What follows belongs to an exercise in optimizing a design on an open flow for small area, a short achievable clock period and few clock cycles per item; a production flow would make more cautious choices.
No functional check of the RTL was part of any run shown here.
Power and IR drop assume default switching activity.

===== design/flow/run.sh =====
#!/bin/bash
# synth_recipe.tcl (not shown) runs the flow's synth.tcl, then flattens the netlist and writes it again
# the make line also repeats each setting of config.mk as NAME=value (left out here)
make -C /OpenROAD-flow-scripts/flow DESIGN_CONFIG=/design/flow/config.mk WORK_HOME=/design/flow/orfs CLKGATE_MAP_FILE= SYNTH_SCRIPT=/design/flow/synth_recipe.tcl finish

===== design/flow/design.v =====
package tlbrr_pkg;
	localparam int ENTRIES    = 32;
	localparam int PAGE_BITS  = 11;
	localparam int FRAME_BITS = 10;
	localparam int SLOT_W     = $clog2(ENTRIES);
	localparam int LFSR_W     = 16;
	localparam int DEPTH      = 3;
	localparam int OUT_W      = 1 + FRAME_BITS + SLOT_W + 1;
	localparam logic [LFSR_W-1:0] LFSR_TAPS = 16'hB400;
	localparam logic [LFSR_W-1:0] LFSR_SEED = 16'hACE1;
	localparam logic [1:0] ACT_LOOKUP = 2'd0;
	localparam logic [1:0] ACT_FILL   = 2'd1;
	localparam logic [1:0] ACT_FLUSH  = 2'd2;
	typedef struct packed {
		logic [1:0]            action;
		logic [PAGE_BITS-1:0]  page_number;
		logic [FRAME_BITS-1:0] frame_number;
	} in_item_t;
	typedef struct packed {
		logic                  hit;
		logic [FRAME_BITS-1:0] found_frame;
		logic [SLOT_W-1:0]     slot;
		logic                  evicted;
	} out_item_t;
	function automatic logic [ENTRIES-1:0] first_oh(input logic [ENTRIES-1:0] vec);
		logic [ENTRIES-1:0] below;
		below[0] = 1'b0;
		for (int i = 1; i < ENTRIES; i++) begin
			below[i] = below[i-1] | vec[i-1];
		end
		first_oh = vec & ~below;
	endfunction
	function automatic logic [SLOT_W-1:0] enc(input logic [ENTRIES-1:0] oh);
		logic [SLOT_W-1:0] idx;
		idx = '0;
		for (int i = 0; i < ENTRIES; i++) begin
			if (oh[i]) begin
				idx = idx | SLOT_W'(i);
			end
		end
		enc = idx;
	endfunction
	function automatic logic [ENTRIES-1:0] dec(input logic [SLOT_W-1:0] idx);
		dec = '0;
		dec[idx] = 1'b1;
	endfunction
	function automatic logic [LFSR_W-1:0] lfsr_step(input logic [LFSR_W-1:0] cur);
		logic [LFSR_W-1:0] nxt;
		nxt = cur >> 1;
		if (cur[0]) begin
			nxt = nxt ^ LFSR_TAPS;
		end
		lfsr_step = nxt;
	endfunction
endpackage
module tlbrr_ctrl(
	input  logic                 clk,
	input  logic                 arst_n,
	input  logic                 in_valid,
	output logic                 in_stall,
	output logic                 acc,
	input  logic                 r_v,
	input  tlbrr_pkg::out_item_t r_data,
	output logic                 out_valid,
	input  logic                 out_stall,
	output tlbrr_pkg::out_item_t out_data
);
	localparam int D = tlbrr_pkg::DEPTH;
	localparam int S = D - 1;
	logic [D:0]           cnt_q;
	logic                 stall_q;
	logic                 hv_q;
	logic [tlbrr_pkg::OUT_W-1:0] h_q;
	logic [S-1:0][tlbrr_pkg::OUT_W-1:0] s_q;
	logic [S-1:0]         rd_q, wr_q;     
	logic [S:0]           sn_q;           
	logic                 pop, take, s_any, s_pop, s_push;
	logic [tlbrr_pkg::OUT_W-1:0] s_rd;
	assign acc       = in_valid & ~stall_q;
	assign in_stall  = stall_q;
	assign pop       = hv_q & ~out_stall;
	assign out_valid = hv_q;
	assign out_data  = h_q;
	assign s_any  = ~sn_q[0];
	assign take   = ~hv_q | ~out_stall;
	assign s_pop  = take & s_any;
	assign s_push = r_v & (s_any | ~take);
	always_comb begin
		s_rd = '0;
		for (int k = 0; k < S; k++) begin
			if (rd_q[k]) begin
				s_rd = s_rd | s_q[k];
			end
		end
	end
	always_ff @(posedge clk or negedge arst_n) begin
		if (!arst_n) begin
			cnt_q   <= (D + 1)'(1);
			stall_q <= 1'b0;
			hv_q    <= 1'b0;
			rd_q    <= S'(1);
			wr_q    <= S'(1);
			sn_q    <= (S + 1)'(1);
		end else begin
			if (acc && !pop) begin
				cnt_q <= {cnt_q[D-1:0], 1'b0};
			end else if (pop && !acc) begin
				cnt_q <= {1'b0, cnt_q[D:1]};
			end
			stall_q <= !pop && (cnt_q[D] || (cnt_q[D-1] && acc));
			if (take) begin
				hv_q <= s_any | r_v;
			end
			if (s_pop) begin
				rd_q <= {rd_q[S-2:0], rd_q[S-1]};
			end
			if (s_push) begin
				wr_q <= {wr_q[S-2:0], wr_q[S-1]};
			end
			if (s_push && !s_pop) begin
				sn_q <= {sn_q[S-1:0], 1'b0};
			end else if (s_pop && !s_push) begin
				sn_q <= {1'b0, sn_q[S:1]};
			end
		end
	end
	always_ff @(posedge clk) begin
		if (take) begin
			h_q <= s_any ? s_rd : r_data;
		end
		for (int k = 0; k < S; k++) begin
			if (r_v && wr_q[k]) begin
				s_q[k] <= r_data;
			end
		end
	end
endmodule
module tlbrr_datapath(
	input  logic                 clk,
	input  logic                 arst_n,
	input  logic                 cfg_we,
	input  logic                 cfg_data,
	input  logic                 acc,
	input  tlbrr_pkg::in_item_t  in_data,
	output logic                 r_v,
	output tlbrr_pkg::out_item_t r_data
);
	localparam int N  = tlbrr_pkg::ENTRIES;
	localparam int SW = tlbrr_pkg::SLOT_W;
	logic [N-1:0]                          valid_q;
	logic [N-1:0][tlbrr_pkg::PAGE_BITS-1:0]  page_q;
	logic [N-1:0][tlbrr_pkg::FRAME_BITS-1:0] frame_q;
	logic [N-1:0][SW-1:0]                  lru_q;
	logic [N-1:0][SW-1:0]                  lru;
	logic                                  used_q;
	logic                                  pu_v_q;
	logic [SW-1:0]                         pu_slot_q;
	logic                                  pu_front_q;
	logic [tlbrr_pkg::LFSR_W-1:0]          lfsr_q;
	logic                                  mode_q;
	logic [N-1:0]                          free_ohx_q;
	logic                                  full_q;
	logic [N-1:0]                          free2_oh;
	logic                                  free2_any;
	logic                 b_v_q;
	tlbrr_pkg::in_item_t  b_q;
	logic [N-1:0]         b_match_q;
	logic [N-1:0] a_match;
	logic         a_peq;
	logic                 b_lookup, b_fill, b_flush;
	logic [N-1:0]         hit_oh, free_oh, fill_oh, vict_oh;
	logic                 hit_any, free_any;
	logic [SW-1:0]        hit_idx, free_idx, front, vict_idx, fill_idx;
	logic [tlbrr_pkg::LFSR_W-1:0] lfsr_next;
	logic [tlbrr_pkg::FRAME_BITS-1:0] hit_frame;
	logic                 use_rec;
	logic [SW-1:0]        use_slot;
	logic [N-1:0]         pu_at, pu_ge;
	assign a_peq = (b_q.page_number == in_data.page_number);
	always_comb begin
		for (int i = 0; i < N; i++) begin
			if (b_flush) begin
				a_match[i] = 1'b0;
			end else if (fill_oh[i]) begin
				a_match[i] = a_peq;
			end else begin
				a_match[i] = valid_q[i] && (page_q[i] == in_data.page_number);
			end
		end
	end
	assign b_lookup = b_v_q && (b_q.action == tlbrr_pkg::ACT_LOOKUP);
	assign b_fill   = b_v_q && (b_q.action == tlbrr_pkg::ACT_FILL);
	assign b_flush  = b_v_q && (b_q.action == tlbrr_pkg::ACT_FLUSH);
	assign hit_oh    = tlbrr_pkg::first_oh(b_match_q);
	assign hit_any   = |b_match_q;
	assign hit_idx   = tlbrr_pkg::enc(hit_oh);
	assign free_oh   = free_ohx_q ^ N'(1);
	assign free_any  = !full_q;
	assign free2_oh  = tlbrr_pkg::first_oh(~valid_q & ~free_oh);
	assign free2_any = |(~valid_q & ~free_oh);
	assign free_idx  = tlbrr_pkg::enc(free_oh);
	assign lfsr_next = tlbrr_pkg::lfsr_step(lfsr_q);
	always_comb begin
		for (int k = 0; k < N; k++) begin
			lru[k] = lru_q[k] ^ SW'(k);
		end
	end
	assign front     = pu_front_q ? lru[1] : lru[0];
	assign vict_idx  = mode_q ? lfsr_next[SW-1:0] : front;
	assign vict_oh   = mode_q ? tlbrr_pkg::dec(lfsr_next[SW-1:0])
	                 : (pu_front_q ? tlbrr_pkg::dec(lru[1]) : tlbrr_pkg::dec(lru[0]));
	assign fill_idx  = free_any ? free_idx : vict_idx;
	assign fill_oh   = !b_fill ? '0 : (free_any ? free_oh : vict_oh);
	always_comb begin
		hit_frame = '0;
		for (int i = 0; i < N; i++) begin
			if (hit_oh[i]) begin
				hit_frame = hit_frame | frame_q[i];
			end
		end
	end
	assign use_rec  = !mode_q && ((b_lookup && hit_any) || b_fill);
	assign use_slot = b_fill ? fill_idx : hit_idx;
	assign r_v = b_v_q;
	always_comb begin
		r_data = '0;
		if (b_lookup && hit_any) begin
			r_data.hit         = 1'b1;
			r_data.found_frame = hit_frame;
			r_data.slot        = hit_idx;
		end else if (b_fill) begin
			r_data.slot    = fill_idx;
			r_data.evicted = !free_any;
		end
	end
	always_comb begin
		for (int k = 0; k < N; k++) begin
			pu_at[k] = (lru[k] == pu_slot_q);
			pu_ge[k] = (k == 0) ? pu_at[k] : (pu_ge[(k + N - 1) % N] | pu_at[k]);
		end
	end
	always_ff @(posedge clk or negedge arst_n) begin
		if (!arst_n) begin
			b_v_q   <= 1'b0;
			valid_q <= '0;
			free_ohx_q <= '0;
			full_q     <= 1'b0;
			used_q  <= 1'b0;
			pu_v_q  <= 1'b0;
			pu_front_q <= 1'b0;
			lfsr_q  <= tlbrr_pkg::LFSR_SEED;
			mode_q  <= 1'b0;
			for (int k = 0; k < N; k++) begin
				lru_q[k] <= '0;
			end
		end else begin
			b_v_q <= acc;
			if (cfg_we) begin
				mode_q <= cfg_data;
			end
			if (b_flush) begin
				valid_q    <= '0;
				free_ohx_q <= '0;
				full_q     <= 1'b0;
			end else begin
				valid_q <= valid_q | fill_oh;
				if (b_fill && free_any) begin
					free_ohx_q <= free2_oh ^ N'(1);
					full_q     <= !free2_any;
				end
			end
			if (b_fill && !free_any && mode_q) begin
				lfsr_q <= lfsr_next;
			end
			if (use_rec) begin
				used_q <= 1'b1;
			end
			pu_v_q <= use_rec && used_q;
			pu_front_q <= use_rec && used_q &&
			              (b_fill ? (!free_any || free_idx == front) : (hit_idx == front));
			if (pu_v_q) begin
				for (int k = 0; k < N - 1; k++) begin
					if (pu_ge[k]) begin
						lru_q[k] <= lru[k + 1] ^ SW'(k);
					end
				end
				lru_q[N-1] <= pu_slot_q ^ SW'(N - 1);
			end
		end
	end
	always_ff @(posedge clk) begin
		b_q       <= in_data;
		b_match_q <= a_match;
		pu_slot_q <= use_slot;
		for (int i = 0; i < N; i++) begin
			if (fill_oh[i]) begin
				page_q[i]  <= b_q.page_number;
				frame_q[i] <= b_q.frame_number;
			end
		end
	end
endmodule
module tlb_lru_random_replace_top(
	input  logic                 clk,
	input  logic                 arst_n,
	input  logic                 cfg_we,
	input  logic                 cfg_data,
	input  logic                 in_valid,
	output logic                 in_stall,
	input  tlbrr_pkg::in_item_t  in_data,
	output logic                 out_valid,
	input  logic                 out_stall,
	output tlbrr_pkg::out_item_t out_data
);
	logic                 acc;
	logic                 r_v;
	tlbrr_pkg::out_item_t r_data;
	tlbrr_ctrl u_ctrl (
		.clk       (clk),
		.arst_n    (arst_n),
		.in_valid  (in_valid),
		.in_stall  (in_stall),
		.acc       (acc),
		.r_v       (r_v),
		.r_data    (r_data),
		.out_valid (out_valid),
		.out_stall (out_stall),
		.out_data  (out_data)
	);
	tlbrr_datapath u_dp (
		.clk      (clk),
		.arst_n   (arst_n),
		.cfg_we   (cfg_we),
		.cfg_data (cfg_data),
		.acc      (acc),
		.in_data  (in_data),
		.r_v      (r_v),
		.r_data   (r_data)
	);
endmodule

===== design/flow/constraint.sdc =====
create_clock -name core_clock -period 7.5 [get_ports {clk}]
set_input_delay 1.5000 -clock core_clock [delete_from_list [all_inputs] [get_ports {clk}]]
set_output_delay 1.5000 -clock core_clock [all_outputs]
set_load 0.01 [all_outputs]

===== design/flow/config.mk =====
export PLATFORM = sky130hd
export DESIGN_NAME = tlb_lru_random_replace_top
export DESIGN_NICKNAME = tlb_lru_random_replace_top
export VERILOG_FILES = /design/flow/design.v
export SDC_FILE = /design/flow/constraint.sdc
export NUM_CORES = 4
export LEC_CHECK = 0
export CAP_MARGIN = 20
export CORE_MARGIN = 2
export CORE_UTILIZATION = 40
export CTS_CLUSTER_DIAMETER = 100
export CTS_CLUSTER_SIZE = 24
export PLACE_DENSITY = 0.75
export SETUP_SLACK_MARGIN = 4.5
export SLEW_MARGIN = 60

==> run summary, run 1 <==
Worst R2R End=u_dp.b_match_q[6]; sequential share of the synthesized area=66.70%; post-route cell area=50,410 um^2; dpl cell area=46,860 um^2; FF+latch count, synth=1,042; Chip Height=336.0 um; crit path DAT=3.64 ns; Comb pwr share=14.8%; Min Clock Period, post-route=3.058 ns; yosys warns=2; first-pass GRT wire length=170,600 um; asr flop ratio synth=24.86%; crit end category=register; final-stage net count=3,317; Sw Share=26.27%; RSZ-0062 raised after global routing=yes; pwr/cell area=229.3 nW/um^2; DRT Wirelength=118,200 um; clock sink total=1,042; final worst-path cycle share=40.78%; Initial Utilization=40.39%; row count=121; area delta synth->final=14.34%; hold path depth=1; Max clock buf depth=3; setup ws final=4.442 ns; Yosys top cell by area=edfxtp_1; prevailing post-synth register cell=edfxtp_1; Post-Synthesis Cells=3,126; worst vdd ir=0.1761 mV; top fanout value on the critical path=24; LEAKAGE=0.01791 uW; Max Fclk=0.3270 GHz; worst-skew pair later-pin latency=0.68 ns; fin util=46.18%; status=complete, no violations; r2r startpoint=u_dp.b_v_q; initial antenna violation count=1; post-route setup TNS=0 ns; Post-DP HPWL=69,920 um; Synth top area share=49.24%; Port Buffers=47; Worst-path clk slew=0.10 ns; Final ANT Viol Nets=0; Synth area leaders=edfxtp_1 (49%), dfrtp_1 (14%), xnor2_1 (9.0%), mux2_2 (3.2%), dfxtp_1 (2.7%); sequential fraction of design power=58.8%; Via density=5.803; commonest non-fill, non-tap cells in the layout=edfxtp_1 (723), xnor2_1 (452), dfrtp_1 (237); count of hold buffers inserted by post-cts repair=0; Worst slew margin=45.75%; Num CTS Buffers=49; final slew viol count=0; Max Clock Skew=0.04687 ns; Post-synth EDFFs=723; commonest non-fill, non-tap cell in the layout=edfxtp_1; Mean Syn Cell Area=14.10 um^2; min-delay worst type=register to register; Residual DRC=0; Clock Power Share=26.4%; n_diodes=0; Setup Viol. Count Final=0; CTS tree=done; Mapped Area=44,090 um^2; total internal power=8522 uW; die area=112,900 um^2; I/O pins=48; Worst Tran Pin Value=0.8076 ns; gr usage total=19.98%; synth unique cells=84; final RePlAce weighted congestion=0.9616; largest net degree at the start of global routing=68; WS Path Type=register to register; Sw Pwr=3036 uW; worst slack at placement=3.542 ns; final hold violations=0; data required time at the worst endpoint=8.08 ns; Max Cap Violations=0; worst hold margin=0.4708 ns; R2R depth=9; Initial DRC Count=3,820; Die Span X=336.0 um; vias in the first global route=26,983; Hold Path Sink=u_dp.lru_q[150]; total gr overflow=0; Placeable Area=109,200 um^2; DR WL/cell=24.62 um; Post-Synthesis Net Count=3,160; CTS H-tree depth=2; CP Launch Type=register; routed vias=27,854; Pre-Repair DR Iteration Count=9; layout cells sized above 1=18.92%; hold path startpoint=u_dp.lru_q[155]; CTS root buffer=clkbuf_16; R2R Setup Slk=4.44 ns
layer usage:
layer  GRT usage (%)  vias to the layer above  share of wire [%]
li1                -                    11968                  -
met1           26.20                    13777                 38
met2           31.75                     1730                 46
met3           4.694                      379                 11
met4           8.644                        0                5.3
met5               0                        -                  0
how the worst max path moves through the flow:
stage / startpoint / slack, ns / to
finish: u_dp.b_v_q / 4.44 / u_dp.b_match_q[6]
global route: u_dp.lru_q[1] / 4.36 / u_dp.b_match_q[30]
CTS: u_dp.lru_q[5] / 4.48 / u_dp.b_match_q[30]
detailed placement: u_dp.b_v_q / 3.54 / u_dp.b_match_q[5]
global placement: u_dp.b_match_q[0] / 3.18 / u_ctrl.h_q[5]
floorplan: in_data[20] / 4.51 / u_dp.b_match_q[24]
timing repair:
action / 4_1_cts / 5_1_grt
setup endpoints to repair: 787 / 343
gates resized for setup: 160 / 94
pin swaps: 23 / 35
gates cloned: 8 / 7
setup buffers: 39 / 59
logic make-up after synthesis:
group / Yosys count / synth area share [%]
xor+xnor: 537 / 10.67
simple gates: 713 / 8.644
flops: 1042 / 66.70
fa+ha+maj: 5 / 0.1419
mux: 185 / 4.569
compound gates: 437 / 7.330
buf+inv: 207 / 1.944
flip-flops by register name, summed over array words and instances (netlist names), 2 cells and up:
name	cells
u_dp.b_match_q	32
u_ctrl.s_q	34
u_dp.free_ohx_q	32
u_dp.lru_q	160
u_dp.valid_q	32
u_ctrl.wr_q	2
u_ctrl.sn_q	3
u_dp.frame_q	320
u_dp.pu_slot_q	5
u_dp.lfsr_q	16
u_ctrl.rd_q	2
u_dp.page_q	352
u_ctrl.cnt_q	4
u_dp.b_q	23
u_ctrl.h_q	17
worst max-delay path: stages (launching register included):
cell and delay, ns:
dfrtp_2 0.49, or2b_1 0.28, nor2_2 0.12, nand2_2 0.27
inv_1 0.22, and3_4 0.28, buf_4 0.15, a22o_4 0.35
or4_4 0.63, a21oi_1 0.17
power groups by stage:
stage	logic [uW]	registers, uW	clock network [uW]
CTS	1560	6800	3090
global route	1840	6850	3290
floorplan	1000	6850	0
detailed placement	1380	6930	0
global placement	1310	6910	0
finish	1710	6800	3050
cell type report:
class / instances / area (um^2)
clock buffer: 86 / 1365
clock inverter: 6 / 87.58
timing repair buffer: 237 / 2276
fill: 9260 / 58740
sequential: 1042 / 29480
inverter: 64 / 240.2
tap: 1476 / 1847
multi-input combinational: 1889 / 15120
through the flow:
step	instances	total power, uW
after floorplan	3126	7853
after global placement	4575	8223
after detailed placement	4592	8309
after CTS	4731	11440
after global routing	4800	11980
final	4800	11560
cell usage after synthesis, types with 63 or more instances:
cell      instances
nor3_1           65
edfxtp_1        723
mux2_2          126
a21oi_1          65
nand2_1         172
clkbuf_1         93
dfrtp_1         247
inv_1            64
a22oi_1          63
nand4_1         120
xor2_1           85
nor2_1          122
xnor2_1         452
==> run 2, diff against run 1 <==
--- a/design/flow/config.mk
+++ b/design/flow/config.mk
@@ -11,5 +11,4 @@
 export CTS_CLUSTER_DIAMETER = 100
 export CTS_CLUSTER_SIZE = 24
-export PLACE_DENSITY = 0.75
-export SETUP_SLACK_MARGIN = 4.5
+export SETUP_SLACK_MARGIN = 4.6
 export SLEW_MARGIN = 60
==> run summary, run 2 <==
Placeable Area=109,200 um^2 (unchanged); Fillers=9,545 (+3.1%); Port Buffers=47 (unchanged); Setup Viol. Count Final=0 (unchanged); pwr/cell area=226.4 nW/um^2 (-1.3%); LEAKAGE=0.01868 uW (+4.3%); I/O pins=48 (unchanged); synth unique cells=84 (unchanged); area delta synth->final=17.71%; DRT Wirelength=129,700 um (+9.7%); Post-synth EDFFs=723 (unchanged); Worst R2R End=u_dp.b_match_q[0]; RSZ-0062 raised after global routing=yes; layout cells sized above 1=22.91% (+4.0 points); Die Span X=336.0 um (unchanged); vias in the first global route=26,623 (-1.3%); Synth top area share=49.24% (unchanged); Comb pwr share=15.0% (+0.2 points); Synth top cells by count=edfxtp_1 (723), xnor2_1 (452), dfrtp_1 (247); gr usage total=22.35% (+2.4 points); Max Cap Violations=0 (unchanged); routed vias=27,717 (-0.49%); Max clock buf depth=3 (unchanged); Initial Utilization=40.39% (unchanged); min-delay worst type=register to register; final worst-path cycle share=38.74% (-2.0 points); first-pass GRT wire length=185,100 um (+8.5%); Min Clock Period, post-route=2.905 ns (-0.1528 ns); Post-Synthesis Net Count=3,160 (unchanged); worst hold margin=0.4433 ns (-0.02753 ns); R2R depth=10 (+1); WS Path Type=input port to register; Max Fclk=0.3442 GHz (+5.3%); data required time at the worst endpoint=8.09 ns (about the same); Post-Synthesis Cells=3,126 (unchanged); yosys warns=2 (unchanged); total gr overflow=0 (unchanged); Via density=5.654 (-2.6%); DR WL/cell=26.45 um (+7.5%); cell with the most instances after synthesis=edfxtp_1; Final ANT Viol Nets=0 (unchanged); total internal power=8636 uW (+1.3%); Chip Height=336.0 um (unchanged); fin util=47.54% (+1.4 points); final RePlAce weighted congestion=0.9049 (-5.9%); final-stage net count=3,422 (+3.2%); CTS root buffer=clkbuf_16; commonest non-fill, non-tap cells in the layout=edfxtp_1 (723), xnor2_1 (451), dfrtp_1 (239); Residual DRC=0 (unchanged); crit path DAT=3.49 ns (-0.15 ns); Hold Path Sink=u_dp.lru_q[150]; prevailing post-synth register cell=edfxtp_1; worst vdd ir=0.1985 mV (+13%); status=complete, no violations; die area=112,900 um^2 (unchanged); Final Power=11,750 uW (+1.6%); clock sink total=1,042 (unchanged); Mapped Area=44,090 um^2 (unchanged); Largest regs=u_dp.page_q (352), u_dp.frame_q (320), u_dp.lru_q (160); largest net degree at the start of global routing=71 (+4.4%); n_diodes=0 (unchanged); final slew viol count=0 (unchanged); hold path depth=1 (unchanged); worst-skew pair later-pin latency=0.70 ns (+0.02 ns); crit end category=register; Num CTS Buffers=50 (+2.0%); Sw Share=26.48% (+0.21 points); R2R Setup Slk=4.59 ns (+0.15 ns); Worst slew margin=55.38% (+9.6 points); top fanout value on the critical path=32 (+33%); r2r startpoint=u_dp.lru_q[5]; count of hold buffers inserted by post-cts repair=0 (unchanged); Synth area leaders=edfxtp_1 (49%), dfrtp_1 (14%), xnor2_1 (9.0%), mux2_2 (3.2%), dfxtp_1 (2.7%); Pre-Repair DR Iteration Count=9 (unchanged); sequential share of the synthesized area=66.70% (unchanged); Post-DP HPWL=75,650 um (+8.2%); Yosys top cell by area=edfxtp_1; Worst Tran Pin Value=0.6642 ns (-0.1434 ns); Initial DRC Count=2,977 (-22%); commonest non-fill, non-tap cell in the layout=edfxtp_1; final hold violations=0 (unchanged); max reg flops=352 (unchanged); post-route setup TNS=0 ns (unchanged); hold path startpoint=u_dp.lru_q[155]; FF+latch count, synth=1,042 (unchanged); CP Launch Type=input port; Sw Pwr=3111 uW (+2.5%); Max Clock Skew=0.06733 ns (+0.02047 ns); CTS tree=done; Reg with most FFs=u_dp.page_q; row count=121 (unchanged); asr flop ratio synth=24.86% (unchanged); initial antenna violation count=1 (unchanged); Worst-path clk slew=0.10 ns (about the same); sequential fraction of design power=58.0% (-0.8 points); CTS H-tree depth=2 (unchanged); Clock Power Share=27.0% (+0.6 points); Mean Syn Cell Area=14.10 um^2 (unchanged)
run 2: cell counts after synthesis:
Identical to the previous run, type by type.
run 2: kinds of logic (layout without fill, tap and decap cells):
kind of cell / Yosys count / in the layout / share of synthesized area, %
AOI/OAI and AO/OA: 437 / 444 / 7.330
xor gates and xnor gates: 537 / 537 / 10.67
adders and majority gates: 5 / 5 / 0.1419
buffers and inverters: 207 / 500 / 1.944
DFF: 1042 / 1042 / 66.70
muxes: 185 / 185 / 4.569
and+or+nand+nor: 713 / 713 / 8.644
run 2: layout make-up:
class	instances	area [um^2]	share of cell area [%]
multi-input cells	1884	15220	29.34
repair buffers	346	3570	6.878
clock inverters	5	115.1	0.2218
well taps	1476	1847	3.559
clock buffers	85	1383	2.664
flip-flops and latches	1042	29510	56.87
inverters	64	244.0	0.4701
run 2: what timing repair did:
action,in CTS,in global routing
gates resized for setup,264,127
endpoints found under the setup margin,901,364
buffers inserted,51,132
pin swaps,40,52
cloned,16,9
run 2: worst max path at each step:
stage | startpoint | endpoint | slack [ns] | cells past startpoint
final | in_data[12] | u_dp.b_match_q[25] | 4.59 | 8
after global routing | u_dp.lru_q[5] | u_dp.b_match_q[0] | 4.49 | 10
after CTS | u_dp.b_v_q | u_dp.b_match_q[5] | 4.45 | 9
after detailed placement | in_data[12] | u_dp.b_match_q[4] | 3.35 | 8
after global placement | u_dp.b_match_q[0] | u_ctrl.h_q[5] | 3.27 | 9
after floorplan | in_data[13] | u_dp.b_match_q[17] | 4.59 | 7
run 2: worst max-delay path, stage by stage:
cell	delay (ns)
buf_4	0.29
buf_6	0.36
xnor2_1	0.16
nand3_1	0.11
nor3_2	0.20
buf_6	0.37
nand2_1	0.21
a21oi_4	0.22
run 2: power by group through the flow:
stage / sequential (uW) / combinational, uW / clock [uW]
floorplan: 6850 / 1000 / 0
global placement: 6940 / 1330 / 0
detailed placement: 6940 / 1390 / 0
CTS: 6810 / 1580 / 3250
global route: 6870 / 1920 / 3440
finish: 6810 / 1760 / 3170
run 2: per-stage QoR:
stage | setup slack, ns | cells | cell area [um^2]
floorplan | 4.595 | 3126 | 44170
global placement | 3.267 | 4585 | 46360
detailed placement | 3.353 | 4599 | 46850
CTS | 4.446 | 4756 | 50000
global route | 4.492 | 4902 | 51900
finish | 4.595 | 4902 | 51900
run 2: layer usage:
layer	part of all wire [%]	GRT usage, %	vias up
met3	6.8	3.057	263
li1	-	-	12187
met2	46	35.67	1124
met1	42	30.72	14143
met5	0	0	-
met4	4.6	9.455	0

==> port drivers added, routing unchanged <==
The flow's constraints put no driver on any port. The routed layouts listed below were extracted and timed again, unchanged, in two steps. Step 1 sets driving cells, clkbuf_16 on the clock port and buf_2 on the other inputs (assumed; they add their load-dependent delay and slew). Step 2 also shifts input and output timing later by t, the mid clock arrival at the registers, as if the neighbouring blocks saw the same clock. Slacks: ideal / step 1 / step 2; pairs: ideal / step 1.
run | shift t [ns] | setup WS [ns] | clock arrival spread, ns
run 1 | 0.724 | 4.442 / 4.442 / 3.922 | 0.049 / 0.049
run 2 | 0.742 | 4.595 / 4.571 / 3.904 | 0.067 / 0.068
After both steps setup and hold are still met in every run listed. For run 2, which loses most, drivers alone change the setup slack by -0.024 ns; drivers and shift together by -0.691 ns.
